Background: an optimization exercise with open tools, aiming at small area, a short achievable clock period and few clock cycles per item. Do not read the settings as production practice.
Where RTL was checked, it was by simulation tests only, not by an equivalence proof against the original.
Function not checked in run 4: the RTL went through the layout flow alone.
Power is estimated from default activity; no workload was simulated.

## flow/config.mk

```make
export PLATFORM = sky130hd
export DESIGN_NAME = pipelineCpu
export DESIGN_NICKNAME = pipelineCpu
export VERILOG_FILES = /design/flow/design.v
export SDC_FILE = /design/flow/constraint.sdc
export NUM_CORES = 4
export LEC_CHECK = 0
export ABC_AREA = 1
export CAP_MARGIN = 20
export CORE_MARGIN = 2
export CORE_UTILIZATION = 40
export CTS_BUF_LIST = sky130_fd_sc_hd__clkbuf_8
export CTS_CLUSTER_SIZE = 30
export SETUP_SLACK_MARGIN = 3.0
export SLEW_MARGIN = 20
```

## flow/constraint.sdc

```tcl
create_clock -name core_clock -period 6.2 [get_ports {CLK}]
set_input_delay 1.2400 -clock core_clock [delete_from_list [all_inputs] [get_ports {CLK}]]
set_output_delay 1.2400 -clock core_clock [all_outputs]
set_load 0.01 [all_outputs]
```

## flow/design.v

```verilog
package cpuPkg;
	localparam int dataWidth = 16;
	localparam int regCount = 8;
	localparam int regIdxWidth = $clog2(regCount);
	typedef logic [dataWidth-1:0] wordT;
	typedef logic [regIdxWidth-1:0] regIdxT;
	localparam logic [4:0] opNop   = 5'd0;
	localparam logic [4:0] opAddu  = 5'd1;
	localparam logic [4:0] opSubu  = 5'd2;
	localparam logic [4:0] opAnd   = 5'd3;
	localparam logic [4:0] opOr    = 5'd4;
	localparam logic [4:0] opSlt   = 5'd5;
	localparam logic [4:0] opAddiu = 5'd6;
	localparam logic [4:0] opLi    = 5'd7;
	localparam logic [4:0] opLw    = 5'd8;
	localparam logic [4:0] opSw    = 5'd9;
	localparam logic [4:0] opBeqz  = 5'd10;
	localparam logic [4:0] opBnez  = 5'd11;
	localparam logic [4:0] opB     = 5'd12;
	localparam logic [4:0] opJr    = 5'd13;
endpackage
package pipePkg;
	typedef struct packed {
		logic sum;
		logic andOp;
		logic orOp;
		logic slt;
		logic passB;
	} resSelT;
	typedef struct packed {
		logic   sub;         
		resSelT resSel;
		logic   srcImm;
		logic   regWrite;
		logic   memRead;
		logic   memWrite;
		logic   branch;      
		logic   branchNonZero;
		logic   pred;        
		logic   jumpReg;     
		logic   fwdA;        
		logic   fwdB;
		logic   loadB;       
	} exCtrlT;
endpackage
module pipeReg #(
	parameter int width = 1
) (
	input  logic             CLK,
	input  logic             RST,
	input  logic [width-1:0] d,
	output logic [width-1:0] q
);
	always_ff @(posedge CLK or negedge RST)
	begin
		if (!RST)
			q <= '0;
		else
			q <= d;
	end
endmodule
module instrDecoder (
	input  cpuPkg::wordT   instr,
	output logic           useRx,
	output logic           useRy,      
	output logic           isLoad,
	output logic           isStore,
	output logic           isLi,
	output logic           regWrite,
	output logic           isB,
	output logic           isCond,
	output logic           isJr,
	output logic           sub,
	output pipePkg::resSelT resSel,
	output logic           srcImm,
	output cpuPkg::regIdxT dest,
	output logic [8:0]     imm         
);
	logic [4:0] op;
	logic       isReg;
	logic       isAddiu;
	assign op = instr[15:11];
	assign isReg = op >= cpuPkg::opAddu && op <= cpuPkg::opSlt;
	assign isAddiu = op == cpuPkg::opAddiu;
	assign isLi = op == cpuPkg::opLi;
	assign isLoad = op == cpuPkg::opLw;
	assign isStore = op == cpuPkg::opSw;
	assign isB = op == cpuPkg::opB;
	assign isCond = op == cpuPkg::opBeqz || op == cpuPkg::opBnez;
	assign isJr = op == cpuPkg::opJr;
	assign useRx = isReg || isAddiu || isLoad || isStore || isCond || isJr;
	assign useRy = isReg;
	assign regWrite = isReg || isAddiu || isLi || isLoad;
	assign srcImm = isAddiu || isLi || isLoad || isStore;
	assign sub = op == cpuPkg::opSubu || op == cpuPkg::opSlt;
	assign resSel.sum = op == cpuPkg::opAddu || op == cpuPkg::opSubu || isAddiu || isLoad ||
		isStore;
	assign resSel.andOp = op == cpuPkg::opAnd;
	assign resSel.orOp = op == cpuPkg::opOr;
	assign resSel.slt = op == cpuPkg::opSlt;
	assign resSel.passB = isLi;
	assign dest = isReg ? instr[4:2] : (isLoad ? instr[7:5] : instr[10:8]);
	always_comb
	begin
		if (isLoad || isStore)
			imm = {instr[4], {3{instr[4]}}, instr[4:0]};
		else
			imm = {instr[7] && !isLi, instr[7:0]};
	end
endmodule
module regFile (
	input  logic           CLK,
	input  logic           RST,
	input  logic [7:0]     selA,       
	input  logic [7:0]     selB,
	output cpuPkg::wordT   valA,
	output cpuPkg::wordT   valB,
	input  logic           we,
	input  cpuPkg::regIdxT wAddr,
	input  cpuPkg::wordT   wData
);
	cpuPkg::wordT regs [cpuPkg::regCount];
	always_ff @(posedge CLK)
	begin
		for (int i = 0; i < cpuPkg::regCount; i++)
			if (!RST || (we && wAddr == cpuPkg::regIdxT'(i)))
				regs[i] <= RST ? wData : '0;
	end
	always_comb
	begin
		valA = '0;
		valB = '0;
		for (int i = 0; i < cpuPkg::regCount; i++)
		begin
			valA |= regs[i] & {cpuPkg::dataWidth{selA[i]}};
			valB |= regs[i] & {cpuPkg::dataWidth{selB[i]}};
		end
	end
endmodule
module hazardUnit (
	input  cpuPkg::regIdxT rx,
	input  cpuPkg::regIdxT ry,
	input  logic           useRx,
	input  logic           useRy,
	input  logic           exValid,
	input  logic           exRegWrite,
	input  logic           exLoad,
	input  cpuPkg::regIdxT exDest,
	output logic           fwdA,
	output logic           fwdB,
	output logic           loadB,
	output logic           stall
);
	logic hitA;
	logic hitB;
	assign hitA = exValid && exRegWrite && exDest == rx;
	assign hitB = exValid && exRegWrite && exDest == ry;
	assign fwdA = hitA && !exLoad;
	assign fwdB = hitB && !exLoad;
	assign loadB = hitB && exLoad;
	assign stall = exLoad && ((useRx && hitA) || (useRy && hitB));
endmodule
module executeStage (
	input  pipePkg::exCtrlT ctrl,
	input  logic [8:0]      imm,
	input  cpuPkg::wordT    opA,
	input  cpuPkg::wordT    opB,
	output cpuPkg::wordT    aluResult,
	output logic            condTaken
);
	cpuPkg::wordT aluB;
	cpuPkg::wordT addB;
	cpuPkg::wordT sum;
	logic         less;
	assign aluB = ctrl.srcImm ? {{7{imm[8]}}, imm} : opB;
	assign addB = aluB ^ {16{ctrl.sub}};
	logic [15:0] gen [5];
	logic [15:0] prop [5];
	always_comb
	begin
		gen[0] = opA & addB;
		prop[0] = opA ^ addB;
		gen[0][0] = (opA[0] & addB[0]) | (prop[0][0] & ctrl.sub);
		for (int l = 0; l < 4; l++)
			for (int i = 0; i < 16; i++)
				if (i >= (1 << l))
				begin
					gen[l+1][i] = gen[l][i] | (prop[l][i] & gen[l][i - (1 << l)]);
					prop[l+1][i] = prop[l][i] & prop[l][i - (1 << l)];
				end
				else
				begin
					gen[l+1][i] = gen[l][i];
					prop[l+1][i] = prop[l][i];
				end
		sum = prop[0] ^ {gen[4][14:0], ctrl.sub};
	end
	assign less = (opA[15] ^ aluB[15]) ? opA[15] : sum[15];
	assign aluResult = ({16{ctrl.resSel.sum}} & sum) |
		({16{ctrl.resSel.andOp}} & (opA & aluB)) |
		({16{ctrl.resSel.orOp}} & (opA | aluB)) |
		({16{ctrl.resSel.slt}} & {15'd0, less}) |
		({16{ctrl.resSel.passB}} & aluB);
	assign condTaken = (opA == '0) ^ ctrl.branchNonZero;
endmodule
module pipelineCpu (
	input  logic           CLK,
	input  logic           RST,
	output cpuPkg::wordT   imemAddr,
	input  cpuPkg::wordT   imemData,
	output cpuPkg::wordT   dmemAddr,
	output cpuPkg::wordT   dmemWData,
	output logic           dmemRead,
	output logic           dmemWrite,
	input  cpuPkg::wordT   dmemRData,
	output logic           wbValid,
	output cpuPkg::regIdxT wbReg,
	output cpuPkg::wordT   wbData
);
	cpuPkg::wordT    pc;
	cpuPkg::wordT    nextPc;
	cpuPkg::wordT    seqPc;
	cpuPkg::wordT    brTarget;
	cpuPkg::regIdxT  fRx;
	cpuPkg::regIdxT  fRy;
	logic            fUseRx;
	logic            fUseRy;
	logic            fLoad;
	logic            fStore;
	logic            fLi;
	logic            fRegWrite;
	logic            fB;
	logic            fCond;
	logic            fJr;
	logic            fSub;
	pipePkg::resSelT fResSel;
	logic            fSrcImm;
	cpuPkg::regIdxT  fDest;
	logic [8:0]      fImm;
	logic            fFwdA;
	logic            fFwdB;
	logic            fLoadB;
	logic            fStall;
	logic            fJrFused;
	logic            fBranch;
	logic            fPred;
	pipePkg::exCtrlT fCtrl;
	logic            exValid;
	pipePkg::exCtrlT ex;
	logic [7:0]      exSelA;
	logic [7:0]      exSelB;
	cpuPkg::regIdxT  exDest;
	logic [8:0]      exImm;
	cpuPkg::wordT    exAlt;
	cpuPkg::wordT    valA;
	cpuPkg::wordT    valB;
	cpuPkg::wordT    opA;
	cpuPkg::wordT    opB;
	cpuPkg::wordT    aluResult;
	logic            condTaken;
	logic            redirect;
	cpuPkg::wordT    redirectPc;
	logic [2:0]      memFlags;
	logic            memRegWrite;
	logic            memRead;
	logic            memWrite;
	cpuPkg::regIdxT  memDest;
	cpuPkg::wordT    memAlu;
	cpuPkg::wordT    memStore;
	cpuPkg::wordT    memResult;
	cpuPkg::regIdxT  wbDest;
	cpuPkg::wordT    wbResult;
	assign imemAddr = pc;
	assign fRx = imemData[10:8];
	assign fRy = imemData[7:5];
	instrDecoder decoder (.instr(imemData), .useRx(fUseRx), .useRy(fUseRy), .isLoad(fLoad),
		.isStore(fStore), .isLi(fLi), .regWrite(fRegWrite), .isB(fB), .isCond(fCond),
		.isJr(fJr), .sub(fSub), .resSel(fResSel), .srcImm(fSrcImm), .dest(fDest),
		.imm(fImm));
	hazardUnit hazard (.rx(fRx), .ry(fRy), .useRx(fUseRx), .useRy(fUseRy),
		.exValid(exValid), .exRegWrite(ex.regWrite), .exLoad(ex.memRead), .exDest(exDest),
		.fwdA(fFwdA), .fwdB(fFwdB), .loadB(fLoadB), .stall(fStall));
	assign fJrFused = fJr && exValid && ex.resSel.passB && exDest == fRx;
	assign fBranch = fCond && imemData[7:0] != 8'd0;
	assign fPred = fB || (fCond && imemData[7]) || fJrFused;
	assign seqPc = pc + 16'd1;
	assign brTarget = seqPc + (fB ? {{5{imemData[10]}}, imemData[10:0]} :
		{{8{imemData[7]}}, imemData[7:0]});
	always_comb
	begin
		if (redirect)
			nextPc = redirectPc;
		else if (fStall)
			nextPc = pc;
		else if (fJrFused)
			nextPc = {8'd0, exImm[7:0]};
		else if (fPred)
			nextPc = brTarget;
		else
			nextPc = seqPc;
	end
	always_ff @(posedge CLK or negedge RST)
	begin
		if (!RST)
			pc <= '0;
		else
			pc <= nextPc;
	end
	always_comb
	begin
		fCtrl.sub = fSub;
		fCtrl.resSel = fResSel;
		fCtrl.srcImm = fSrcImm;
		fCtrl.regWrite = fRegWrite;
		fCtrl.memRead = fLoad;
		fCtrl.memWrite = fStore;
		fCtrl.branch = fBranch;
		fCtrl.branchNonZero = imemData[11];
		fCtrl.pred = fPred;
		fCtrl.jumpReg = fJr && !fJrFused;
		fCtrl.fwdA = fFwdA;
		fCtrl.fwdB = fFwdB;
		fCtrl.loadB = fLoadB;
	end
	pipeReg #(.width(1)) exValidReg (.CLK(CLK), .RST(RST), .d(!redirect && !fStall),
		.q(exValid));
	always_ff @(posedge CLK)
	begin
		ex <= fCtrl;
		exSelA <= fFwdA ? 8'd0 : 8'd1 << fRx;
		exSelB <= fFwdB ? 8'd0 : 8'd1 << fRy;
		exDest <= fDest;
		exImm <= fImm;
		exAlt <= fPred ? seqPc : brTarget;
	end
	regFile regs (.CLK(CLK), .RST(RST), .selA(exSelA), .selB(exSelB), .valA(valA),
		.valB(valB), .we(memRegWrite), .wAddr(memDest), .wData(memResult));
	assign opA = valA | (memAlu & {16{ex.fwdA}});
	assign opB = valB | (memAlu & {16{ex.fwdB}});
	executeStage execute (.ctrl(ex), .imm(exImm), .opA(opA), .opB(opB),
		.aluResult(aluResult), .condTaken(condTaken));
	assign redirect = exValid && (ex.jumpReg || (ex.branch && condTaken != ex.pred));
	assign redirectPc = ex.jumpReg ? opA : exAlt;
	pipeReg #(.width(3)) memFlagReg (.CLK(CLK), .RST(RST),
		.d({exValid && ex.regWrite, exValid && ex.memRead, exValid && ex.memWrite}),
		.q(memFlags));
	assign {memRegWrite, memRead, memWrite} = memFlags;
	always_ff @(posedge CLK)
	begin
		memDest <= exDest;
		memAlu <= aluResult;
		memStore <= ex.loadB ? dmemRData : opB;
	end
	assign dmemAddr = memAlu;
	assign dmemWData = memStore;
	assign dmemRead = memRead;
	assign dmemWrite = memWrite;
	assign memResult = memRead ? dmemRData : memAlu;
	pipeReg #(.width(1)) wbFlagReg (.CLK(CLK), .RST(RST), .d(memRegWrite), .q(wbValid));
	always_ff @(posedge CLK)
	begin
		wbDest <= memDest;
		wbResult <= memResult;
	end
	assign wbReg = wbDest;
	assign wbData = wbResult;
endmodule
```

## flow/flow/run.sh

```bash
#!/bin/bash
# standard layout, with port buffers of a small plain buffer cell
export BUFFER_PORTS_ARGS="-buffer_cell sky130_fd_sc_hd__buf_1"
export CTS_ARGS="-sink_clustering_enable -repair_clock_nets -buf_list sky130_fd_sc_hd__clkbuf_8 -sink_clustering_size 14 -sink_clustering_max_diameter 100 -dont_use_dummy_load"
bash standard.sh > standard.log 2>&1
```

## flow/standard.sh

```bash
#!/bin/bash
# synth_recipe.tcl (not shown) runs the flow's synth.tcl, then flattens the netlist and writes it again
# the make line also repeats each setting of config.mk as NAME=value (left out here)
make -C /OpenROAD-flow-scripts/flow DESIGN_CONFIG=/design/flow/config.mk WORK_HOME=/design/flow/orfs CLKGATE_MAP_FILE= SYNTH_SCRIPT=/design/flow/synth_recipe.tcl "${@:-finish}"
```

==> results.py, run 1 <==
metrics = {
    "placement": {
        "io_buffers": 103,
        "dp_hpwl_um": 32700,
        "gp_congestion": 0.883,
    },
    "yosys": {
        "ys_seq_area_frac": 0.483,
        "synth-simple-area-share": 0.263,
        "async_reset_ff_frac": 0.0795,
        "synthesis.area_um2": 13800,
        "synth_top_family_by_area": "simple AND/OR/NAND/NOR gates",
        "synth_cells": 1699,
        "synth_area_leaders": "edfxtp_1 (28%), dfxtp_1 (17%), nand2_1 (14%)",
        "synthXorXnorAreaFrac": 0.0260,
        "synthMuxAreaShare": 0,
        "yosys.area.top_type": "edfxtp_1",
        "synth.distinct_cells": 57,
        "synthAdderAreaFrac": 0.0319,
        "synth_nets": 1767,
        "synth_compound_area_frac": 0.119,
        "synth_edf_count": 128,
        "yosysWarnings": 9,
        "synth_top_area_frac": 0.278,
        "avgSynthCellArea_um2": 8.13,
        "synth_seq_cells": 264,
        "synth_ff_type": "edfxtp_1",
    },
    "clock_network": {
        "root_buffer": "clkbuf_8",
        "path_clk_slew_ns": 0.10,
        "cts_tree": "done",
        "h-tree-depth": 1,
        "clockBufferDepth": 3,
        "clkLatencyLatePin_ns": 0.56,
        "clock_sinks": 264,
        "cts_made_buffers": 22,
    },
    "sta": {
        "layout_min_cycle_time_ns": 3.16,
        "finalHoldViolations": 0,
        "post-route-period-util": 0.509,
        "finalSetupViolCount": 0,
        "max_freq_ghz": 0.317,
        "clock-skew-final_ns": 0.0410,
        "slew_headroom": 0.435,
        "tightest_slew_ns": 0.847,
        "hold_slack_ns": 0.377,
        "setup-tns-final_ns": 0,
        "rsz0062_at_grt": "yes",
        "final_max_slew_viol_count": 0,
    },
    "pwr": {
        "p_int_mw": 3.13,
        "seqPwrFrac": 0.444,
        "peakVddDrop_mv": 0.172,
        "combPwrFrac": 0.387,
        "p_sw_frac": 0.404,
        "p_leak_nw": 6.77,
        "p_switching_mw": 2.12,
        "clock_power_share": 0.168,
        "powerDensity_nw_per_um2": 335,
    },
    "critical_path": {
        "path_max_fanout": 6,
        "endpoint_kind": "register",
        "critPathKind": "reg -> reg",
        "critPathArrivalTime_ns": 3.60,
        "cp.required_ns": 6.64,
        "critPathLaunchType": "register",
    },
    "layout": {
        "syn_to_final_growth_pct": 13.6,
        "final_nets": 1889,
        "drive_gt1_frac": 0.165,
        "utilization": 0.458,
        "antennaDiodeCount": 0,
    },
    "global_route": {
        "grt_pass1_vias": 11300,
        "grt_start_max_net_pins": 35,
        "grt_util_met2": 0.372,
        "grt_pass1_wl_um": 67700,
        "grt_use_total": 0.248,
        "gr-total-overflow": 0,
        "antenna_found_initial": 0,
        "grtUsageMet3": 0.0362,
        "use_met1": 0.370,
        "grt_busiest_layer": "met2",
    },
    "floorplan": {
        "fp.dieArea_um2": 36000,
        "die_w_um": 190,
        "initial_core_util": 0.403,
        "die_h_um": 190,
        "core_area_um2": 34300,
        "ioPinCount": 104,
        "rows": 68,
    },
    "route": {
        "drt.antenna.violating_nets": 0,
        "drtPass1Iterations": 5,
        "viasPerCell": 5.48,
        "vias": 12500,
        "drcViolationCount": 0,
        "wl_per_cell_um": 20.3,
        "wl_um": 46100,
        "drt_iter0_markers": 1400,
    },
    "worst_hold_path": {
        "hp-class": "reg -> reg",
    },
    "status": {
        "status": "finished clean",
    },
    "job": {
        "cap_viol_max_count": 0,
    },
}
-- final cells by class --
type / instances / area, um2
fill: 3352 / 18600
sequential: 264 / 6710
inverter: 173 / 678
tap: 455 / 569
timing repair buffer: 161 / 853
multi-input combinational: 1199 / 6570
clock buffer: 22 / 303
-- cells in the final DEF, fill, tap and decap left out, types with 4 or more instances in the layout --
cell      count
nor2_1       93
o21bai_1      4
nand3_2      27
a31oi_1       9
or2_2         5
a21oi_1      69
o211ai_1      4
buf_6         6
dfrtp_1      17
xnor2_1       8
clkbuf_8     22
o21ai_0      99
inv_1       149
xor2_1       29
buf_4        52
nand4_1      20
ha_1         24
edfxtp_1    128
nand2_2      37
dfrtp_2       4
o21ai_1      34
buf_1        96
nor3_1       18
nand3_1      91
inv_2        15
dfxtp_4       6
a21oi_2      32
nand2_1     494
clkbuf_2      7
dfxtp_2       9
o22ai_1       8
dfxtp_1     100
o21ai_2      15
nand3b_1      6
ha_4          5
nor2_2       14
-- routing by layer --
| layer | up-vias | part of all wire |
|---|---|---|
| li1 | 5845 | - |
| met1 | 5897 | 0.45 |
| met2 | 637 | 0.43 |
| met3 | 90 | 0.092 |
| met4 | 0 | 0.032 |
| met5 | - | 0 |
-- critical path: stages, from the launching register on --
cell and delay [ns]:
dfxtp_4 0.37, clkinvlp_4 0.15, buf_6 0.12, o22ai_2 0.06, a21oi_1 0.11, nand4_1 0.12, a21oi_2 0.13, nand3_2 0.14
nand2_2 0.09, nand2_2 0.09, xor2_2 0.15, buf_4 0.14, buf_4 0.13, ha_4 0.26, nand2_2 0.06, nor2_2 0.15
nand2_1 0.08, nand2_2 0.09, nand2_1 0.06, nand2_2 0.09, nand2_2 0.06, nand2_1 0.06, nand2_1 0.06, nand2_2 0.11
nand2_1 0.06, nand2_1 0.06, nand2_1 0.04
-- registers in the layout (all words and copies together) (netlist names) --
register	count
wbResult	16
exAlt	16
exDest	3
pc	16
exSelB	8
memStore	16
memAlu	16
wbFlagReg.q	1
exValidReg.q	1
ex	17
wbDest	3
memFlagReg.q	3
regs.regs	128
memDest	3
exImm	9
exSelA	8
-- cell families after synthesis --
logic type | after synthesis
buffers and inverters | 236
and+or+nand+nor | 826
DFF | 264
xor gates and xnor gates | 41
AOI/OAI and AO/OA | 298
adders and majority gates | 34
-- synth_stat cells (3+ instances only) --
cell	number
a211oi_1	3
a21oi_1	93
a21oi_2	9
a221oi_1	3
a22o_1	3
a31oi_1	9
buf_2	12
buf_6	16
clkbuf_1	33
dfrtp_1	21
dfxtp_1	115
edfxtp_1	128
ha_1	32
inv_1	156
inv_2	12
nand2_1	515
nand2_2	16
nand3_1	98
nand3_2	20
nand3b_1	6
nand4_1	20
nor2_1	102
nor2_2	7
nor3_1	21
nor4_1	3
o211ai_1	4
o21ai_0	128
o21ai_1	20
o21bai_1	5
o22ai_1	11
or2_2	6
xnor2_1	9
xor2_1	32
-- final timing paths --
check | startpoint | end | slack (ns) | cells after the start
setup / recovery | exSelB[1] | memAlu[0] | 3.04 | 26
hold / removal | memDest[2] | wbDest[2] | 0.38 | 0
setup reg to reg | exSelB[1] | memAlu[0] | 3.04 | 26
hold reg to reg | memDest[2] | wbDest[2] | 0.38 | 0
max in group asynchronous | RST | memFlagReg.q[2] | 5.16 | 2
min in group asynchronous | RST | pc[10] | 0.69 | 2
-- timing repair --
action | in CTS | in global routing
setup buffers | 15 | 31
hold buffers | 0 | 0
pin swaps | 12 | 72
endpoints found under the setup margin | 30 | 31
gates resized for setup | 47 | 129
-- through the flow --
step | power (mW) | instance area [um2] | setup WS (ns) | instances
CTS | 4.99 | 15000 | 2.97 | 2243
global placement | 4.08 | 14500 | 2.16 | 2206
global route | 5.54 | 15700 | 2.85 | 2274
detailed placement | 4.09 | 14500 | 2.16 | 2206
finish | 5.25 | 15700 | 3.04 | 2274
floorplan | 3.47 | 13800 | 3.02 | 1699
-- power by group through the flow --
stage	Combinational (mW)	Sequential [mW]	Clock, mW
finish	2.03	2.33	0.884
global route	2.24	2.35	0.952
CTS	1.78	2.32	0.897
detailed placement	1.74	2.35	0
global placement	1.73	2.35	0
floorplan	1.17	2.31	0
Testbench counts, summed over its fixed seeds: cycles 10,648, instrs 10,210.
==> inputs of run 2 (changes only) <==
==> flow/flow/run.sh (replaced) <==
#!/bin/bash
# standard layout, with port buffers of a small plain buffer cell
export BUFFER_PORTS_ARGS="-buffer_cell sky130_fd_sc_hd__buf_1"
bash standard.sh > standard.log 2>&1
--- a/flow/config.mk
+++ b/flow/config.mk
@@ -7,3 +7,3 @@
 export LEC_CHECK = 0
-export ABC_AREA = 1
+export ABC_CLOCK_PERIOD_IN_PS = 2500
 export CAP_MARGIN = 20
@@ -11,5 +11,3 @@
 export CORE_UTILIZATION = 40
-export CTS_BUF_LIST = sky130_fd_sc_hd__clkbuf_8
-export CTS_CLUSTER_SIZE = 30
-export SETUP_SLACK_MARGIN = 3.0
+export SETUP_SLACK_MARGIN = 2.5
 export SLEW_MARGIN = 20
==> run 2 against run 1 <==
Against the previous run:
- fmax fell by 12%
- critical path type unchanged
- synthesized cell count decreased by 30%
- via count down 17%
- critical path depth is 10 lower
- sequential share of layout area is 2.3 points higher
- final cell count fell by 25%
- largest power group unchanged
- register-to-register slack got worse by 0.41 ns
- worst hold slack got worse by 0.0017 ns
- setup slack lost 0.41 ns
- highest routed layer unchanged
- die area fell by 7.4%
==> results.py, run 2 <==
metrics = {
    "yosys": {
        "yosys.area.top_type": "edfxtp_1",
        "yosys-top-cells-count": "edfxtp_1 (128), dfxtp_1 (115), nand2_1 (102), nor2_1 (70), a21oi_1 (62)",
        "yosysMostFrequentCell": "edfxtp_1",
        "async_reset_ff_frac": 0.0795,
        "synth_edf_count": 128,
        "synthesis.area_um2": 12800,
        "synth_area_leaders": "edfxtp_1 (30%), dfxtp_1 (18%), dfrtp_1 (4.1%)",
        "synth.distinct_cells": 73,
        "synth_cells": 1183,
        "yosysWarnings": 9,
        "synth_nets": 1251,
        "synth_ff_type": "edfxtp_1",
        "synth_seq_cells": 264,
        "ys_seq_area_frac": 0.523,
        "synth_top_area_frac": 0.301,
        "avgSynthCellArea_um2": 10.8,
    },
    "critical_path": {
        "critical-path-max-stage-delay_ns": 0.43,
        "critPathKind": "reg -> reg",
        "path_buf_inv": 1,
        "r2r_slack_ns": 2.63,
        "r2r-end": "memAlu[12]",
        "crit_end": "memAlu[12]",
        "endpoint_kind": "register",
        "crit_path_top_delay_cell": "dfxtp_4",
        "rr_worst_depth": 16,
        "critPathLaunchType": "register",
        "path_max_fanout": 16,
        "cp_cell_sequence": "a22o_1 -> a221oi_1 -> nand3_1 -> mux2i_2 -> xnor2_1 -> inv_1 -> fa_2 -> nor2b_1 -> o21ai_0 -> a21boi_1 -> o21ai_2 -> a21oi_2 -> o21a_2 -> o31ai_4 -> a2111o_1 -> o211ai_1",
        "crit_family": "compound AO/OA/AOI/OAI gates",
        "cp.required_ns": 6.70,
        "critPathArrivalTime_ns": 4.07,
        "path_depth": 16,
        "worstSetupStartpoint": "exSelB[3]",
        "r2r_start": "exSelB[3]",
    },
    "layout": {
        "drive_gt1_frac": 0.151,
        "top_regs": "regs.regs x128, ex x17",
        "mostFrequentLayoutCell": "edfxtp_1",
        "seq_area_um2": 6720,
        "nFillCells": 2842,
        "largest_reg_flops": 128,
        "antennaDiodeCount": 0,
        "final_nets": 1349,
        "layout_common_cells": "edfxtp_1 (128), nand2_1 (102), buf_1 (99)",
        "largest_register": "regs.regs",
        "stdcell_count": 1706,
        "multi_input_area_um2": 5870,
        "syn_to_final_growth_pct": 16.9,
    },
    "pwr": {
        "p_switching_mw": 1.99,
        "powerDensity_nw_per_um2": 395,
        "p_leak_nw": 5.59,
        "total_power_mw": 5.89,
        "combPwrFrac": 0.290,
        "peakVddDrop_mv": 0.226,
        "p_int_mw": 3.91,
        "clock_power_share": 0.312,
        "seqPwrFrac": 0.398,
        "p_sw_frac": 0.337,
    },
    "global_route": {
        "gr-total-overflow": 0,
        "grt_busiest_layer": "met2",
        "grt_pass1_wl_um": 60900,
        "grt_use_total": 0.241,
        "grtUsageMet3": 0.0391,
        "grt_util_met2": 0.377,
        "antenna_found_initial": 0,
        "grt_start_max_net_pins": 34,
        "grt_pass1_vias": 9823,
        "use_met1": 0.342,
    },
    "route": {
        "vias": 10400,
        "drt_iter0_markers": 1267,
        "wl_per_cell_um": 24.2,
        "drtPass1Iterations": 8,
        "drt.antenna.violating_nets": 0,
        "viasPerCell": 6.09,
        "wl_um": 41300,
        "drcViolationCount": 0,
    },
    "floorplan": {
        "initial_core_util": 0.405,
        "core_area_um2": 31500,
        "die_w_um": 183,
        "rows": 65,
        "ioPinCount": 104,
        "fp.dieArea_um2": 33300,
        "die_h_um": 183,
    },
    "placement": {
        "place_ws_ns": 1.92,
        "dp_hpwl_um": 27500,
        "gp_congestion": 0.875,
        "place_inst": 1636,
        "io_buffers": 103,
    },
    "clock_network": {
        "clockBufferDepth": 3,
        "cts_tree": "done",
        "path_clk_slew_ns": 0.06,
        "cts_made_buffers": 29,
        "clock_sinks": 264,
        "h-tree-depth": 1,
        "root_buffer": "clkbuf_16",
        "clkLatencyLatePin_ns": 0.58,
        "hold_buffers": 0,
    },
    "sta": {
        "hold_slack_ns": 0.375,
        "finalHoldViolations": 0,
        "rsz0062_at_grt": "no",
        "slew_headroom": 0.246,
        "max_freq_ghz": 0.280,
        "setup-tns-final_ns": 0,
        "finalSetupViolCount": 0,
        "setup_slack_ns": 2.63,
        "clock-skew-final_ns": 0.0112,
        "layout_min_cycle_time_ns": 3.57,
        "tightest_slew_ns": 1.13,
        "final_max_slew_viol_count": 0,
        "post-route-period-util": 0.576,
    },
    "job": {
        "cap_viol_max_count": 0,
    },
    "worst_hold_path": {
        "hp-class": "reg -> reg",
    },
    "status": {
        "status": "finished clean",
    },
}
[run 2: cell count changes in the layout (fill, tap and decap cells not counted), sizes merged, moves of 30 or more]
| cell | change |
|---|---|
| nand2 | -431 |
| inv | -130 |
| o21ai | -99 |
| nand3 | -72 |
| a22oi | +55 |
| a21oi | -40 |
| nor2 | -40 |
| mux2 | +37 |
| a222oi | +34 |
| xnor2 | +31 |
| a221oi | +30 |
[run 2: worst min path at each step]
stage               slack (ns)  depth (start not counted)  startpoint         to
finish                    0.38                          0  memDest[1]  wbDest[1]
global route              0.39                          0  memDest[1]  wbDest[1]
CTS                       0.38                          0  memDest[1]  wbDest[1]
detailed placement        0.36                          0  memDest[1]  wbDest[1]
global placement          0.37                          0  memDest[1]  wbDest[1]
floorplan                 0.34                          0  memDest[1]  wbDest[1]
[run 2: layer usage]
layer / vias to the layer above / wire (um) / part of all wire
li1: 4718 / - / -
met1: 5031 / 17800 / 0.43
met2: 554 / 18400 / 0.45
met3: 85 / 3810 / 0.092
met4: 0 / 1230 / 0.030
met5: - / 0 / 0
[run 2: layout make-up]
cell class              instances  area share
well taps                     402      0.0337
repair buffers                139      0.0444
clock buffers                  38      0.0565
multi-input cells             812       0.394
inverters                      35     0.00881
flip-flops and latches        264       0.450
clock inverters                16      0.0122
[run 2: cell families after synthesis]
logic type	Yosys count	share of synthesized area
AO/OA/AOI/OAI	341	0.197
AND/OR/NAND/NOR	319	0.119
flip-flops	264	0.523
buffers and inverters	107	0.0366
multiplexers	62	0.0523
XOR/XNOR	56	0.0384
adder cells (fa/ha/maj)	34	0.0345
[run 2: power groups by stage]
stage	sequential, mW	clock (mW)	combinational (mW)
2_1_floorplan	2.31	0	1.16
3_3_place_gp	2.37	0	1.57
3_5_place_dp	2.37	0	1.60
4_1_cts	2.34	1.85	1.61
5_1_grt	2.37	1.92	1.90
6_report	2.34	1.84	1.71
[run 2: through the flow]
step / instance area (um2) / util
floorplan: 12800 / -
global placement: 13500 / 0.429
detailed placement: 13500 / 0.429
CTS: 14600 / 0.465
global route: 14900 / 0.474
finish: 14900 / 0.474
[run 2: timing repair]
action / 4_1_cts / 5_1_grt
gates cloned: 0 / 0
setup buffers: 0 / 16
pin swaps: 1 / 14
endpoints found under the setup margin: 21 / 23
resized for setup: 30 / 40
==> inputs of run 3 (changes only) <==
--- a/flow/flow/run.sh
+++ b/flow/flow/run.sh
@@ -3,2 +3,3 @@
 export BUFFER_PORTS_ARGS="-buffer_cell sky130_fd_sc_hd__buf_1"
+export CTS_ARGS="-sink_clustering_enable -repair_clock_nets -buf_list sky130_fd_sc_hd__clkbuf_16 -sink_clustering_size 24 -sink_clustering_max_diameter 100 -dont_use_dummy_load"
 bash standard.sh > standard.log 2>&1
--- a/flow/config.mk
+++ b/flow/config.mk
@@ -11,2 +11,4 @@
 export CORE_UTILIZATION = 40
+export CTS_BUF_LIST = sky130_fd_sc_hd__clkbuf_8
+export CTS_CLUSTER_SIZE = 30
 export SETUP_SLACK_MARGIN = 2.5
==> run 3 against run 2 <==
Against the previous run:
- clock power decreased by 46%
- sequential power about the same
- fmax increased by 0.73%
- synthesized area unchanged
- largest power group unchanged
- combinational power about the same
- critical path type unchanged
- critical endpoint is now memAlu[0]
- sequential share of layout area increased by 2.0 points
- final area decreased by 4.1%
- flip-flop and latch count unchanged
- synthesized cell count unchanged
- die area unchanged
- utilization decreased by 2.0 points
==> results.py, run 3 <==
metrics = {
    "sta": {
        "rsz0062_at_grt": "no",
        "slew_headroom": 0.251,
        "finalSetupViolCount": 0,
        "post-route-period-util": 0.572,
        "tightest_slew_ns": 1.12,
        "final_max_slew_viol_count": 0,
        "max_freq_ghz": 0.282,
        "setup-tns-final_ns": 0,
        "finalHoldViolations": 0,
        "layout_min_cycle_time_ns": 3.54,
        "clock-skew-final_ns": 0.0396,
    },
    "clock_network": {
        "cts_made_buffers": 15,
        "root_buffer": "clkbuf_16",
        "path_clk_slew_ns": 0.09,
        "clock_sinks": 264,
        "hold_buffers": 0,
        "h-tree-depth": 1,
        "cts_tree": "done",
        "clkLatencyLatePin_ns": 0.50,
        "clockBufferDepth": 3,
    },
    "route": {
        "drt.antenna.violating_nets": 0,
        "drcViolationCount": 0,
        "wl_per_cell_um": 24.4,
        "top_layer_used": "met4",
        "drt_iter0_markers": 1305,
        "vias": 10400,
        "wl_met1_um": 17800,
        "viasPerCell": 6.22,
        "wl_met2_um": 18200,
        "drtPass1Iterations": 7,
        "met3WireLength_um": 3610,
        "wl_um": 40800,
    },
    "layout": {
        "stdcell_count": 1668,
        "mostFrequentLayoutCell": "edfxtp_1",
        "antennaDiodeCount": 0,
        "layout_common_cells": "edfxtp_1 (128), nand2_1 (102), dfxtp_1 (96), buf_1 (96), nor2_1 (67)",
        "top_regs": "regs.regs x128, ex x17",
        "final_nets": 1336,
        "largest_reg_flops": 128,
        "drive_gt1_frac": 0.136,
        "largest_register": "regs.regs",
        "syn_to_final_growth_pct": 12.0,
    },
    "global_route": {
        "gr-total-overflow": 0,
        "grt_pass1_wl_um": 60600,
        "grt_start_max_net_pins": 34,
        "grt_use_total": 0.240,
        "antenna_found_initial": 0,
        "grt_pass1_vias": 9694,
    },
    "job": {
        "cap_viol_max_count": 0,
    },
    "floorplan": {
        "core_area_um2": 31500,
        "die_w_um": 183,
        "fp.dieArea_um2": 33300,
        "ioPinCount": 104,
        "die_h_um": 183,
        "initial_core_util": 0.405,
        "rows": 65,
    },
    "status": {
        "status": "finished clean",
    },
    "pwr": {
        "peakVddDrop_mv": 0.171,
        "total_power_mw": 5.04,
        "powerDensity_nw_per_um2": 353,
        "p_leak_nw": 5.30,
    },
    "yosys": {
        "yosys.area.top_type": "edfxtp_1",
        "synth_nets": 1251,
        "yosysWarnings": 9,
        "async_reset_ff_frac": 0.0795,
        "synth_seq_cells": 264,
        "avgSynthCellArea_um2": 10.8,
        "synth_cells": 1183,
        "synthesis.area_um2": 12800,
        "yosys-top-cells-count": "edfxtp_1 (128), dfxtp_1 (115), nand2_1 (102), nor2_1 (70), a21oi_1 (62)",
        "synth.distinct_cells": 73,
        "synth_top_area_frac": 0.301,
        "synth_ff_type": "edfxtp_1",
        "synth_edf_count": 128,
        "yosysMostFrequentCell": "edfxtp_1",
        "synth_area_leaders": "edfxtp_1 (30%), dfxtp_1 (18%), dfrtp_1 (4.1%)",
        "ys_seq_area_frac": 0.523,
    },
    "placement": {
        "place_inst": 1636,
        "dp_hpwl_um": 27500,
        "io_buffers": 103,
        "gp_congestion": 0.875,
    },
    "critical_path": {
        "critPathLaunchType": "register",
        "cp.required_ns": 6.58,
        "critPathKind": "reg -> reg",
        "endpoint_kind": "register",
        "critPathArrivalTime_ns": 3.93,
        "path_max_fanout": 7,
    },
    "worst_hold_path": {
        "hp-class": "reg -> reg",
    },
}
## run 3: cell types whose count changed in the layout (fill, tap and decap cells not counted), moves of 3 or more
cell	previous run	this run
clkbuf_16	32	15
buf_1	99	96
clkinv_2	6	0
bufinv_16	3	0
clkbuf_1	4	0
## run 3: layout make-up
type / count / area (um2)
fillers: 2901 / 17200
flip-flops and latches: 264 / 6720
multi-input cells: 812 / 5890
repair buffers: 140 / 673
clock buffers: 15 / 375
well taps: 402 / 503
inverters: 35 / 131
## run 3: kinds of logic (layout without fill, tap and decap cells)
logic type | after synthesis | in the layout | synth area share
AOI/OAI and AO/OA | 341 | 341 | 0.197
and+or+nand+nor | 319 | 319 | 0.119
DFF | 264 | 264 | 0.523
buffers and inverters | 107 | 190 | 0.0366
muxes | 62 | 62 | 0.0523
xor gates and xnor gates | 56 | 56 | 0.0384
adders and majority gates | 34 | 34 | 0.0345
## run 3: power breakdown
| part | total, mW | switching, mW | leakage (nW) | internal, mW |
|---|---|---|---|---|
| clock | 0.986 | 0.551 | 0.185 | 0.435 |
| combinational | 1.72 | 1.00 | 2.57 | 0.717 |
| sequential | 2.34 | 0.241 | 2.54 | 2.10 |
## run 3: critical path, cell delays in order, from the launching register on
cell and delay, ns:
edfxtp_1 0.46, a22o_1 0.26, a221oi_1 0.23, nand3_1 0.18
o21ai_0 0.45, xnor2_1 0.12, ha_1 0.41, a21oi_1 0.26
o21bai_1 0.09, a21oi_1 0.34, o311ai_0 0.19, o31ai_2 0.34
nand2_1 0.11
## run 3: per-layer routing
layer,up-vias,GRT usage
met2,588,0.376
met5,-,0
met4,0,0.0755
li1,4663,-
met3,80,0.0319
met1,5049,0.346
## run 3: metrics by stage
| stage | hold slack [ns] | util | cell area [um2] | setup slack [ns] |
|---|---|---|---|---|
| 2_1_floorplan | 0.343 | - | 12800 | 2.50 |
| 3_3_place_gp | 0.366 | 0.429 | 13500 | 2.03 |
| 3_5_place_dp | 0.364 | 0.429 | 13500 | 1.92 |
| 4_1_cts | 0.360 | 0.446 | 14000 | 2.46 |
| 5_1_grt | 0.378 | 0.454 | 14300 | 2.48 |
| 6_report | 0.365 | 0.454 | 14300 | 2.66 |
## run 3: repair_timing
item	CTS	global route
resized for setup	38	41
gates cloned	0	0
pin swaps	4	16
buffers inserted	5	12
endpoints found under the setup margin	25	23
## run 3: final timing paths
kind                             startpoint        end  slack, ns  depth (start not counted)
max in group asynchronous               RST      pc[0]       4.56                          2
setup / recovery           regs.regs[0][12]  memAlu[0]       2.66                         12
hold reg to reg                  memDest[1]  wbDest[1]       0.37                          0
hold / removal                   memDest[1]  wbDest[1]       0.37                          0
setup reg to reg           regs.regs[0][12]  memAlu[0]       2.66                         12
min in group asynchronous               RST     pc[10]       0.85                          1
==> inputs of run 4 (changes only) <==
--- a/flow/design.v
+++ b/flow/design.v
@@ -27,3 +27,2 @@
 		logic slt;
-		logic passB;
 	} resSelT;
@@ -32,3 +31,2 @@
 		resSelT resSel;
-		logic   srcImm;
 		logic   regWrite;
@@ -42,3 +40,3 @@
 		logic   fwdB;
-		logic   loadB;       
+		logic   isLi;
 	} exCtrlT;
@@ -62,17 +60,16 @@
 module instrDecoder (
-	input  cpuPkg::wordT   instr,
-	output logic           useRx,
-	output logic           useRy,      
-	output logic           isLoad,
-	output logic           isStore,
-	output logic           isLi,
-	output logic           regWrite,
-	output logic           isB,
-	output logic           isCond,
-	output logic           isJr,
-	output logic           sub,
+	input  cpuPkg::wordT    instr,
+	output logic            useRx,
+	output logic            useRy,      
+	output logic            isLoad,
+	output logic            isStore,
+	output logic            isLi,
+	output logic            regWrite,
+	output logic            isB,
+	output logic            isCond,
+	output logic            isJr,
+	output logic            sub,
 	output pipePkg::resSelT resSel,
-	output logic           srcImm,
-	output cpuPkg::regIdxT dest,
-	output logic [8:0]     imm         
+	output cpuPkg::regIdxT  dest,
+	output logic [8:0]      imm         
 );
@@ -93,6 +90,5 @@
 	assign regWrite = isReg || isAddiu || isLi || isLoad;
-	assign srcImm = isAddiu || isLi || isLoad || isStore;
 	assign sub = op == cpuPkg::opSubu || op == cpuPkg::opSlt;
-	assign resSel.sum = op == cpuPkg::opAddu || op == cpuPkg::opSubu || isAddiu || isLoad ||
-		isStore;
+	assign resSel.sum = op == cpuPkg::opAddu || op == cpuPkg::opSubu || isAddiu || isLi ||
+		isLoad || isStore;
 	assign resSel.andOp = op == cpuPkg::opAnd;
@@ -100,3 +96,2 @@
 	assign resSel.slt = op == cpuPkg::opSlt;
-	assign resSel.passB = isLi;
 	assign dest = isReg ? instr[4:2] : (isLoad ? instr[7:5] : instr[10:8]);
@@ -106,4 +101,6 @@
 			imm = {instr[4], {3{instr[4]}}, instr[4:0]};
-		else
+		else if (isAddiu || isLi)
 			imm = {instr[7] && !isLi, instr[7:0]};
+		else
+			imm = '0;
 	end
@@ -115,4 +112,7 @@
 	input  logic [7:0]     selB,
+	input  logic [7:0]     selS,
 	output cpuPkg::wordT   valA,
 	output cpuPkg::wordT   valB,
+	output cpuPkg::wordT   valS,
+	output logic           zeroA,      
 	input  logic           we,
@@ -122,2 +122,3 @@
 	cpuPkg::wordT regs [cpuPkg::regCount];
+	logic [7:0]   zero;
 	always_ff @(posedge CLK)
@@ -126,3 +127,6 @@
 			if (!RST || (we && wAddr == cpuPkg::regIdxT'(i)))
+			begin
 				regs[i] <= RST ? wData : '0;
+				zero[i] <= !RST || wData == '0;
+			end
 	end
@@ -132,2 +136,4 @@
 		valB = '0;
+		valS = '0;
+		zeroA = 1'b0;
 		for (int i = 0; i < cpuPkg::regCount; i++)
@@ -136,2 +142,4 @@
 			valB |= regs[i] & {cpuPkg::dataWidth{selB[i]}};
+			valS |= regs[i] & {cpuPkg::dataWidth{selS[i]}};
+			zeroA |= zero[i] && selA[i];
 		end
@@ -150,3 +158,2 @@
 	output logic           fwdB,
-	output logic           loadB,
 	output logic           stall
@@ -155,8 +162,7 @@
 	logic hitB;
-	assign hitA = exValid && exRegWrite && exDest == rx;
-	assign hitB = exValid && exRegWrite && exDest == ry;
+	assign hitA = exValid && exRegWrite && exDest == rx && useRx;
+	assign hitB = exValid && exRegWrite && exDest == ry && useRy;
 	assign fwdA = hitA && !exLoad;
 	assign fwdB = hitB && !exLoad;
-	assign loadB = hitB && exLoad;
-	assign stall = exLoad && ((useRx && hitA) || (useRy && hitB));
+	assign stall = exLoad && (hitA || hitB);
 endmodule
@@ -164,9 +170,6 @@
 	input  pipePkg::exCtrlT ctrl,
-	input  logic [8:0]      imm,
 	input  cpuPkg::wordT    opA,
-	input  cpuPkg::wordT    opB,
-	output cpuPkg::wordT    aluResult,
-	output logic            condTaken
+	input  cpuPkg::wordT    opB,       
+	output cpuPkg::wordT    aluResult
 );
-	cpuPkg::wordT aluB;
 	cpuPkg::wordT addB;
@@ -174,4 +177,3 @@
 	logic         less;
-	assign aluB = ctrl.srcImm ? {{7{imm[8]}}, imm} : opB;
-	assign addB = aluB ^ {16{ctrl.sub}};
+	assign addB = opB ^ {16{ctrl.sub}};
 	logic [15:0] gen [5];
@@ -197,9 +199,7 @@
 	end
-	assign less = (opA[15] ^ aluB[15]) ? opA[15] : sum[15];
+	assign less = (opA[15] ^ opB[15]) ? opA[15] : sum[15];
 	assign aluResult = ({16{ctrl.resSel.sum}} & sum) |
-		({16{ctrl.resSel.andOp}} & (opA & aluB)) |
-		({16{ctrl.resSel.orOp}} & (opA | aluB)) |
-		({16{ctrl.resSel.slt}} & {15'd0, less}) |
-		({16{ctrl.resSel.passB}} & aluB);
-	assign condTaken = (opA == '0) ^ ctrl.branchNonZero;
+		({16{ctrl.resSel.andOp}} & (opA & opB)) |
+		({16{ctrl.resSel.orOp}} & (opA | opB)) |
+		({16{ctrl.resSel.slt}} & {15'd0, less});
 endmodule
@@ -236,3 +236,2 @@
 	pipePkg::resSelT fResSel;
-	logic            fSrcImm;
 	cpuPkg::regIdxT  fDest;
@@ -241,3 +240,2 @@
 	logic            fFwdB;
-	logic            fLoadB;
 	logic            fStall;
@@ -251,2 +249,4 @@
 	logic [7:0]      exSelB;
+	logic [7:0]      exSelS;
+	logic [7:0]      memSelS;
 	cpuPkg::regIdxT  exDest;
@@ -256,2 +256,5 @@
 	cpuPkg::wordT    valB;
+	cpuPkg::wordT    valS;
+	logic            zeroA;
+	logic            zeroOpA;
 	cpuPkg::wordT    opA;
@@ -268,3 +271,2 @@
 	cpuPkg::wordT    memAlu;
-	cpuPkg::wordT    memStore;
 	cpuPkg::wordT    memResult;
@@ -277,3 +279,3 @@
 		.isStore(fStore), .isLi(fLi), .regWrite(fRegWrite), .isB(fB), .isCond(fCond),
-		.isJr(fJr), .sub(fSub), .resSel(fResSel), .srcImm(fSrcImm), .dest(fDest),
+		.isJr(fJr), .sub(fSub), .resSel(fResSel), .dest(fDest),
 		.imm(fImm));
@@ -281,4 +283,4 @@
 		.exValid(exValid), .exRegWrite(ex.regWrite), .exLoad(ex.memRead), .exDest(exDest),
-		.fwdA(fFwdA), .fwdB(fFwdB), .loadB(fLoadB), .stall(fStall));
-	assign fJrFused = fJr && exValid && ex.resSel.passB && exDest == fRx;
+		.fwdA(fFwdA), .fwdB(fFwdB), .stall(fStall));
+	assign fJrFused = fJr && exValid && ex.isLi && exDest == fRx;
 	assign fBranch = fCond && imemData[7:0] != 8'd0;
@@ -312,3 +314,2 @@
 		fCtrl.resSel = fResSel;
-		fCtrl.srcImm = fSrcImm;
 		fCtrl.regWrite = fRegWrite;
@@ -322,3 +323,3 @@
 		fCtrl.fwdB = fFwdB;
-		fCtrl.loadB = fLoadB;
+		fCtrl.isLi = fLi;
 	end
@@ -329,4 +330,5 @@
 		ex <= fCtrl;
-		exSelA <= fFwdA ? 8'd0 : 8'd1 << fRx;
-		exSelB <= fFwdB ? 8'd0 : 8'd1 << fRy;
+		exSelA <= fFwdA || !fUseRx ? 8'd0 : 8'd1 << fRx;
+		exSelB <= fFwdB || !fUseRy ? 8'd0 : 8'd1 << fRy;
+		exSelS <= 8'd1 << fRy;
 		exDest <= fDest;
@@ -335,8 +337,10 @@
 	end
-	regFile regs (.CLK(CLK), .RST(RST), .selA(exSelA), .selB(exSelB), .valA(valA),
-		.valB(valB), .we(memRegWrite), .wAddr(memDest), .wData(memResult));
+	regFile regs (.CLK(CLK), .RST(RST), .selA(exSelA), .selB(exSelB), .selS(memSelS),
+		.valA(valA), .valB(valB), .valS(valS), .zeroA(zeroA), .we(memRegWrite),
+		.wAddr(memDest), .wData(memResult));
 	assign opA = valA | (memAlu & {16{ex.fwdA}});
-	assign opB = valB | (memAlu & {16{ex.fwdB}});
-	executeStage execute (.ctrl(ex), .imm(exImm), .opA(opA), .opB(opB),
-		.aluResult(aluResult), .condTaken(condTaken));
+	assign opB = valB | (memAlu & {16{ex.fwdB}}) | {{7{exImm[8]}}, exImm};
+	executeStage execute (.ctrl(ex), .opA(opA), .opB(opB), .aluResult(aluResult));
+	assign zeroOpA = ex.fwdA ? memAlu == '0 : zeroA;
+	assign condTaken = zeroOpA ^ ex.branchNonZero;
 	assign redirect = exValid && (ex.jumpReg || (ex.branch && condTaken != ex.pred));
@@ -351,6 +355,6 @@
 		memAlu <= aluResult;
-		memStore <= ex.loadB ? dmemRData : opB;
+		memSelS <= exSelS;
 	end
 	assign dmemAddr = memAlu;
-	assign dmemWData = memStore;
+	assign dmemWData = valS;
 	assign dmemRead = memRead;
==> flow/flow/run.sh (replaced) <==
#!/bin/bash
# standard layout, with port buffers of a small plain buffer cell
export BUFFER_PORTS_ARGS="-buffer_cell sky130_fd_sc_hd__buf_1"
bash standard.sh > standard.log 2>&1
==> run 4 against run 3 <==
Against the previous run:
- critical path depth grew 1
- critical path type unchanged
- non-clock buffer count up 8
- sequential power is essentially flat
- clock-buffer cell count grew 40
- critical endpoint unchanged
==> results.py, run 4 <==
metrics = {
    "yosys": {
        "synth_ff_type": "edfxtp_1",
        "yosysWarnings": 9,
        "synth_cells": 1305,
        "synth_nets": 1373,
        "synthesis.area_um2": 13500,
        "async_reset_ff_frac": 0.0778,
        "synth_top_area_frac": 0.302,
        "avgSynthCellArea_um2": 10.4,
        "synth.distinct_cells": 78,
        "yosys.area.top_type": "edfxtp_1",
        "synth_seq_cells": 270,
        "synth_edf_count": 136,
        "synth_area_leaders": "edfxtp_1 (30%), dfxtp_1 (17%), a22oi_1 (7.6%)",
        "yosys-top-cells-count": "a22oi_1 (136), edfxtp_1 (136), dfxtp_1 (113), nor2_1 (97), nand2_1 (77)",
        "ys_seq_area_frac": 0.508,
    },
    "layout": {
        "syn_to_final_growth_pct": 15.9,
        "layout_common_cells": "a22oi_1 (136), edfxtp_1 (136), dfxtp_1 (107)",
        "fin_area_um2": 15700,
        "nFillCells": 3200,
        "drive_gt1_frac": 0.128,
        "final_nets": 1486,
        "largest_register": "regs.regs",
        "largest_reg_flops": 128,
    },
    "placement": {
        "dp_hpwl_um": 31900,
        "gp_congestion": 0.895,
        "io_buffers": 103,
        "place_ws_ns": 1.96,
        "placed_area_um2": 14400,
    },
    "floorplan": {
        "ioPinCount": 104,
        "core_area_um2": 33400,
        "initial_core_util": 0.405,
        "fp.dieArea_um2": 35300,
        "die_h_um": 188,
        "die_w_um": 188,
        "rows": 67,
    },
    "sta": {
        "tightest_slew_ns": 1.11,
        "layout_min_cycle_time_ns": 3.56,
        "setup-tns-final_ns": 0,
        "max_freq_ghz": 0.281,
        "setup_slack_ns": 2.64,
        "finalHoldViolations": 0,
        "final_max_slew_viol_count": 0,
        "post-route-period-util": 0.574,
        "slew_headroom": 0.259,
        "finalSetupViolCount": 0,
        "rsz0062_at_grt": "yes",
        "clock-skew-final_ns": 0.0369,
    },
    "status": {
        "status": "finished clean",
    },
    "clock_network": {
        "clockBufferDepth": 3,
        "path_clk_slew_ns": 0.06,
        "cts_tree": "done",
        "h-tree-depth": 2,
        "clock_sinks": 270,
        "root_buffer": "clkbuf_8",
        "hold_buffers": 0,
        "clkLatencyLatePin_ns": 0.59,
        "cts_made_buffers": 47,
    },
    "job": {
        "cap_viol_max_count": 0,
    },
    "global_route": {
        "grt_start_max_net_pins": 36,
        "antenna_found_initial": 1,
        "grt_pass1_wl_um": 72000,
        "grt_use_total": 0.271,
        "gr-total-overflow": 0,
        "grt_pass1_vias": 11600,
    },
    "pwr": {
        "peakVddDrop_mv": 0.174,
        "powerDensity_nw_per_um2": 350,
        "total_power_mw": 5.48,
        "p_leak_nw": 6.03,
    },
    "worst_hold_path": {
        "hp-class": "reg -> reg",
    },
    "route": {
        "wl_um": 49200,
        "drt_iter0_markers": 1862,
        "viasPerCell": 6.29,
        "drt.antenna.violating_nets": 0,
        "drcViolationCount": 0,
        "vias": 12000,
        "drtPass1Iterations": 9,
        "wl_per_cell_um": 25.8,
    },
    "critical_path": {
        "path_max_fanout": 4,
        "critPathArrivalTime_ns": 4.07,
        "critPathKind": "reg -> reg",
        "endpoint_kind": "register",
        "cp.required_ns": 6.71,
        "critPathLaunchType": "register",
    },
}
[run 4: changes by cell type in the layout (fill, tap and decap cells not counted), moves of 16 or more]
cell / previous run / this run
mux2_2: 34 / 2
nand4_1: 11 / 27
nor2b_1: 2 / 28
inv_1: 33 / 63
clkbuf_8: 0 / 55
a22oi_1: 55 / 136
nand2_1: 102 / 77
nor2_1: 67 / 95
[run 4: logic make-up after synthesis]
family	synth area share
AO/OA/AOI/OAI	0.222
AND/OR/NAND/NOR	0.139
flip-flops	0.508
buffers and inverters	0.0408
XOR/XNOR	0.0376
adder cells (fa/ha/maj)	0.0326
multiplexers	0.0202
[run 4: worst paths after layout]
check | start | endpoint | slack (ns) | depth (start not counted)
worst min register to register | exSelS[6] | memSelS[6] | 0.33 | 0
worst max register to register | regs.regs[0][6] | memAlu[0] | 2.64 | 13
min in group asynchronous | RST | pc[4] | 0.65 | 1
max in group asynchronous | RST | memFlagReg.q[2] | 4.59 | 2
worst max-delay path | regs.regs[0][6] | memAlu[0] | 2.64 | 13
worst min-delay path | exSelS[6] | memSelS[6] | 0.33 | 0
[run 4: report_power, final]
part	switching (mW)	internal [mW]
sequential	0.225	2.10
combinational	0.881	0.584
clock	0.787	0.898
[run 4: what timing repair did]
item | in CTS | in global routing
endpoints found under the setup margin | 8 | 21
resized for setup | 17 | 23
setup buffers | 0 | 10
pin swaps | 0 | 9
[run 4: worst max-delay path, cell delays in order, from the launching register on]
cell	delay, ns
edfxtp_1	0.43
a22o_1	0.25
a221oi_1	0.20
nand3_1	0.15
a211oi_2	0.29
xnor2_1	0.17
ha_1	0.30
a21oi_2	0.16
nand2b_1	0.12
or3_1	0.32
o22a_2	0.23
a31o_2	0.27
or4b_1	0.47
o2111ai_1	0.11
[run 4: area by class of cell]
| type | count | area [um2] | share of cell area |
|---|---|---|---|
| clock inverters | 33 | 208 | 0.0133 |
| diodes | 1 | 2.50 | 0.000160 |
| multi-input cells | 896 | 6300 | 0.402 |
| well taps | 448 | 561 | 0.0358 |
| flip-flops and latches | 270 | 6890 | 0.440 |
| repair buffers | 148 | 739 | 0.0472 |
| inverters | 55 | 206 | 0.0132 |
| clock buffers | 55 | 757 | 0.0483 |
[run 4: metrics by stage]
stage | instances | hold WS [ns] | utilization
floorplan | 1305 | 0.310 | -
global placement | 1807 | 0.312 | 0.433
detailed placement | 1807 | 0.312 | 0.433
CTS | 1895 | 0.326 | 0.464
global route | 1905 | 0.330 | 0.469
finish | 1906 | 0.325 | 0.469
[run 4: routing by layer]
metal,GRT usage,up-vias,part of all wire
li1,-,5233,-
met1,0.374,5628,0.40
met2,0.392,948,0.42
met3,0.0758,183,0.13
met4,0.132,2,0.054
met5,0,-,0.00016
==> inputs of run 5 (changes only) <==
--- a/flow/design.v
+++ b/flow/design.v
@@ -41,2 +41,3 @@
 		logic   isLi;
+		logic   loadB;       
 	} exCtrlT;
@@ -112,6 +113,4 @@
 	input  logic [7:0]     selB,
-	input  logic [7:0]     selS,
 	output cpuPkg::wordT   valA,
 	output cpuPkg::wordT   valB,
-	output cpuPkg::wordT   valS,
 	output logic           zeroA,      
@@ -136,3 +135,2 @@
 		valB = '0;
-		valS = '0;
 		zeroA = 1'b0;
@@ -142,3 +140,2 @@
 			valB |= regs[i] & {cpuPkg::dataWidth{selB[i]}};
-			valS |= regs[i] & {cpuPkg::dataWidth{selS[i]}};
 			zeroA |= zero[i] && selA[i];
@@ -152,2 +149,3 @@
 	input  logic           useRy,
+	input  logic           storeRy,    
 	input  logic           exValid,
@@ -158,2 +156,3 @@
 	output logic           fwdB,
+	output logic           loadB,
 	output logic           stall
@@ -163,6 +162,7 @@
 	assign hitA = exValid && exRegWrite && exDest == rx && useRx;
-	assign hitB = exValid && exRegWrite && exDest == ry && useRy;
+	assign hitB = exValid && exRegWrite && exDest == ry && (useRy || storeRy);
 	assign fwdA = hitA && !exLoad;
 	assign fwdB = hitB && !exLoad;
-	assign stall = exLoad && (hitA || hitB);
+	assign loadB = hitB && exLoad;
+	assign stall = exLoad && (hitA || (useRy && hitB));
 endmodule
@@ -249,4 +249,2 @@
 	logic [7:0]      exSelB;
-	logic [7:0]      exSelS;
-	logic [7:0]      memSelS;
 	cpuPkg::regIdxT  exDest;
@@ -256,3 +254,3 @@
 	cpuPkg::wordT    valB;
-	cpuPkg::wordT    valS;
+	cpuPkg::wordT    regB;
 	logic            zeroA;
@@ -270,2 +268,4 @@
 	cpuPkg::regIdxT  memDest;
+	cpuPkg::wordT    memStore;
+	logic            fLoadB;
 	cpuPkg::wordT    memAlu;
@@ -281,5 +281,5 @@
 		.imm(fImm));
-	hazardUnit hazard (.rx(fRx), .ry(fRy), .useRx(fUseRx), .useRy(fUseRy),
+	hazardUnit hazard (.rx(fRx), .ry(fRy), .useRx(fUseRx), .useRy(fUseRy), .storeRy(fStore),
 		.exValid(exValid), .exRegWrite(ex.regWrite), .exLoad(ex.memRead), .exDest(exDest),
-		.fwdA(fFwdA), .fwdB(fFwdB), .stall(fStall));
+		.fwdA(fFwdA), .fwdB(fFwdB), .loadB(fLoadB), .stall(fStall));
 	assign fJrFused = fJr && exValid && ex.isLi && exDest == fRx;
@@ -324,2 +324,3 @@
 		fCtrl.isLi = fLi;
+		fCtrl.loadB = fLoadB;
 	end
@@ -331,4 +332,3 @@
 		exSelA <= fFwdA || !fUseRx ? 8'd0 : 8'd1 << fRx;
-		exSelB <= fFwdB || !fUseRy ? 8'd0 : 8'd1 << fRy;
-		exSelS <= 8'd1 << fRy;
+		exSelB <= fFwdB || !(fUseRy || fStore) ? 8'd0 : 8'd1 << fRy;
 		exDest <= fDest;
@@ -337,7 +337,7 @@
 	end
-	regFile regs (.CLK(CLK), .RST(RST), .selA(exSelA), .selB(exSelB), .selS(memSelS),
-		.valA(valA), .valB(valB), .valS(valS), .zeroA(zeroA), .we(memRegWrite),
-		.wAddr(memDest), .wData(memResult));
+	regFile regs (.CLK(CLK), .RST(RST), .selA(exSelA), .selB(exSelB), .valA(valA),
+		.valB(valB), .zeroA(zeroA), .we(memRegWrite), .wAddr(memDest), .wData(memResult));
 	assign opA = valA | (memAlu & {16{ex.fwdA}});
-	assign opB = valB | (memAlu & {16{ex.fwdB}}) | {{7{exImm[8]}}, exImm};
+	assign regB = valB | (memAlu & {16{ex.fwdB}});
+	assign opB = (regB & {16{!ex.memWrite}}) | {{7{exImm[8]}}, exImm};
 	executeStage execute (.ctrl(ex), .opA(opA), .opB(opB), .aluResult(aluResult));
@@ -355,6 +355,6 @@
 		memAlu <= aluResult;
-		memSelS <= exSelS;
+		memStore <= ex.loadB ? dmemRData : regB;
 	end
 	assign dmemAddr = memAlu;
-	assign dmemWData = valS;
+	assign dmemWData = memStore;
 	assign dmemRead = memRead;
==> run 5 against run 4 <==
Against the previous run:
- utilization up 0.21 points
- clock-buffer cell count unchanged
- flip-flop and latch count up 1
- die area down 2.4%
- combinational power about the same
- sequential share of layout area up 1.2 points
- clock power up 4%
==> results.py, run 5 <==
metrics = {
    "yosys": {
        "synthesis.area_um2": 13200,
        "synth_area_leaders": "edfxtp_1 (31%), dfxtp_1 (17%), dfrtp_1 (4.0%)",
        "synthAdderAreaFrac": 0.0334,
        "yosysWarnings": 9,
        "synthXorXnorAreaFrac": 0.0425,
        "avgSynthCellArea_um2": 10.6,
        "synth_top_area_frac": 0.310,
        "yosys.area.top_type": "edfxtp_1",
        "synth_compound_area_frac": 0.181,
        "synth-simple-area-share": 0.134,
        "ys_seq_area_frac": 0.523,
        "yosys-top-cells-count": "edfxtp_1 (136), dfxtp_1 (114), nand2_1 (89), nor2_1 (89), a21oi_1 (68)",
        "synth_seq_cells": 271,
        "synthMuxAreaShare": 0.0438,
        "synth_top_family_by_area": "compound AO/OA/AOI/OAI gates",
        "async_reset_ff_frac": 0.0775,
        "synth_cells": 1247,
        "synth.distinct_cells": 77,
        "synth_edf_count": 136,
        "yosysMostFrequentCell": "edfxtp_1",
        "synth_ff_type": "edfxtp_1",
        "synth_nets": 1315,
    },
    "critical_path": {
        "r2r_start": "exSelB[6]",
        "cp.required_ns": 6.70,
        "r2r_slack_ns": 2.66,
        "critPathKind": "reg -> reg",
        "path_max_fanout": 16,
        "rr_worst_depth": 13,
        "critPathArrivalTime_ns": 4.03,
        "r2r-end": "memAlu[14]",
        "endpoint_kind": "register",
        "critPathLaunchType": "register",
    },
    "layout": {
        "syn_to_final_growth_pct": 16.4,
        "mostFrequentLayoutCell": "edfxtp_1",
        "layout_common_cells": "edfxtp_1 (136), dfxtp_1 (100), buf_1 (100)",
        "largest_register": "regs.regs",
        "stdcell_count": 1840,
        "antennaDiodeCount": 0,
        "drive_gt1_frac": 0.139,
        "largest_reg_flops": 128,
        "final_nets": 1428,
    },
    "pwr": {
        "powerDensity_nw_per_um2": 360,
        "p_sw_frac": 0.335,
        "seqPwrFrac": 0.419,
        "peakVddDrop_mv": 0.142,
        "p_switching_mw": 1.85,
        "combPwrFrac": 0.267,
        "clock_power_share": 0.314,
        "p_int_mw": 3.67,
        "total_power_mw": 5.52,
        "p_leak_nw": 6.01,
    },
    "placement": {
        "place_ws_ns": 2.13,
        "dp_hpwl_um": 30600,
        "place_inst": 1747,
        "io_buffers": 103,
        "gp_congestion": 0.907,
    },
    "clock_network": {
        "cts_made_buffers": 46,
        "clkLatencyLatePin_ns": 0.60,
        "cts_tree": "done",
        "clock_sinks": 271,
        "path_clk_slew_ns": 0.07,
        "root_buffer": "clkbuf_8",
        "hold_buffers": 0,
        "h-tree-depth": 2,
        "clockBufferDepth": 3,
    },
    "route": {
        "drt.antenna.violating_nets": 0,
        "drcViolationCount": 0,
        "wl_um": 45200,
        "drtPass1Iterations": 7,
        "viasPerCell": 6.02,
        "vias": 11100,
        "drt_iter0_markers": 1576,
        "wl_per_cell_um": 24.6,
    },
    "worst_hold_path": {
        "worstHoldEndpoint": "wbDest[1]",
        "holdPathStages": 0,
        "hp-class": "reg -> reg",
        "hp-start": "memDest[1]",
    },
    "global_route": {
        "grt_pass1_wl_um": 66400,
        "gr-total-overflow": 0,
        "grt_use_total": 0.262,
        "grt_start_max_net_pins": 32,
        "antenna_found_initial": 1,
        "grt_pass1_vias": 10400,
    },
    "floorplan": {
        "rows": 66,
        "initial_core_util": 0.405,
        "die_w_um": 186,
        "die_h_um": 186,
        "core_area_um2": 32500,
        "fp.dieArea_um2": 34400,
        "ioPinCount": 104,
    },
    "sta": {
        "setup-tns-final_ns": 0,
        "setup_slack_ns": 2.66,
        "slew_headroom": 0.417,
        "hold_slack_ns": 0.382,
        "finalSetupViolCount": 0,
        "post-route-period-util": 0.571,
        "clock-skew-final_ns": 0.0360,
        "rsz0062_at_grt": "no",
        "max_freq_ghz": 0.283,
        "final_max_slew_viol_count": 0,
        "tightest_slew_ns": 0.870,
        "finalHoldViolations": 0,
        "layout_min_cycle_time_ns": 3.54,
    },
    "job": {
        "cap_viol_max_count": 0,
    },
    "status": {
        "status": "finished clean",
    },
}
==> run 5: cell types whose count changed in the layout (fill, tap and decap cells not counted), moves of 7 or more <==
cell      before  now
nand3_1       43   52
nand2_1       77   88
mux2_2         2   18
buf_4         44   37
dfxtp_1      107  100
a222oi_1      19   32
nand4_1       27    8
a21oi_1       57   64
mux2i_1       25   36
nor3_1        18   27
a22oi_1      136   58
inv_1         63   76
==> run 5: layout make-up <==
type                    instances  area (um2)
fillers                      3045       17200
clock inverters                31         258
multi-input cells             836        5920
repair buffers                141         688
inverters                      64         241
flip-flops and latches        271        6920
well taps                     442         553
clock buffers                  55         757
==> run 5: metal layers <==
metal / share of wire / vias up / track usage
met5: 0.00020 / - / 0
met4: 0.044 / 2 / 0.109
met3: 0.11 / 140 / 0.0618
met2: 0.42 / 749 / 0.379
met1: 0.42 / 5255 / 0.376
li1: - / 4922 / -
==> run 5: critical path, stage by stage, from the launching register on <==
cell and delay, ns:
dfxtp_4 0.45, a22o_1 0.23, a221oi_1 0.21, nand3_1 0.23, a21oi_1 0.38, xnor2_1 0.11, ha_1 0.37, or3_1 0.36
o21ai_0 0.13, a211oi_2 0.09, o41a_1 0.37, buf_4 0.16, a211o_1 0.28, o211ai_1 0.08
==> run 5: logic make-up after synthesis <==
group	after synthesis
buffers and inverters	140
flip-flops	271
AO/OA/AOI/OAI	330
AND/OR/NAND/NOR	356
XOR/XNOR	61
adder cells (fa/ha/maj)	34
multiplexers	55
==> run 5: repair_timing <==
| item | 4_1_cts | 5_1_grt |
|---|---|---|
| buffers inserted | 0 | 7 |
| setup endpoints to repair | 8 | 18 |
| gates resized for setup | 13 | 30 |
| pin swaps | 0 | 6 |
==> run 5: how the worst max path moves through the flow <==
stage | from | endpoint | cells past startpoint
finish | exSelB[6] | memAlu[14] | 13
global route | exSelB[7] | memAlu[15] | 16
global placement | imemData[11] | pc[11] | 12
detailed placement | imemData[11] | pc[11] | 12
floorplan | imemData[15] | pc[11] | 12
CTS | exSelB[5] | memAlu[12] | 13
==> run 5: power groups by stage <==
stage          clock network [mW]  registers [mW]  logic (mW)
4_1_cts                      1.76            2.31        1.42
6_report                     1.74            2.31        1.47
3_5_place_dp                    0            2.34        1.41
3_3_place_gp                    0            2.34        1.39
2_1_floorplan                   0            2.30        1.00
5_1_grt                      1.84            2.33        1.65
==> run 5: per-stage QoR <==
stage,area (um2),util
global route,15300,0.471
finish,15300,0.471
CTS,15200,0.466
detailed placement,14100,0.434
global placement,14100,0.434
floorplan,13200,-
Testbench counts of run 5, summed over its fixed seeds: cycles 10,648, instrs 10,210.

[re-timing with driven ports]
How much do the figures lean on ideal ports? The routed layouts below were timed once more, with nothing changed but the port constraints. Step 1: set_driving_cell puts a clkbuf_16 on CLK and a buf_2 on each other input, an assumption about the parent block. Step 2 adds t to the input delays and takes it off the output delays; t is the mean of the earliest and latest rising clock arrival at the registers after step 1. Input paths then give back, and output paths get back, about the clock's delay inside the block. Slacks: ideal ports / drivers / drivers and shift; pairs: ideal ports / drivers.
run | t, ns | setup WS [ns] | latest minus earliest clock arrival (ns)
run 1 | 0.589 | 3.043 / 3.043 / 2.529 | 0.043 / 0.042
run 2 | 0.625 | 2.631 / 2.631 / 2.131 | 0.012 / 0.011
run 3 | 0.540 | 2.657 / 2.657 / 2.164 | 0.045 / 0.046
run 4 | 0.619 | 2.643 / 2.616 / 2.141 | 0.039 / 0.039
run 5 | 0.624 | 2.662 / 2.662 / 2.084 | 0.036 / 0.036
After both steps setup and hold are still met in every run listed. For run 5, which loses most, drivers alone change the setup slack by 0.000 ns; drivers and shift together by -0.578 ns.
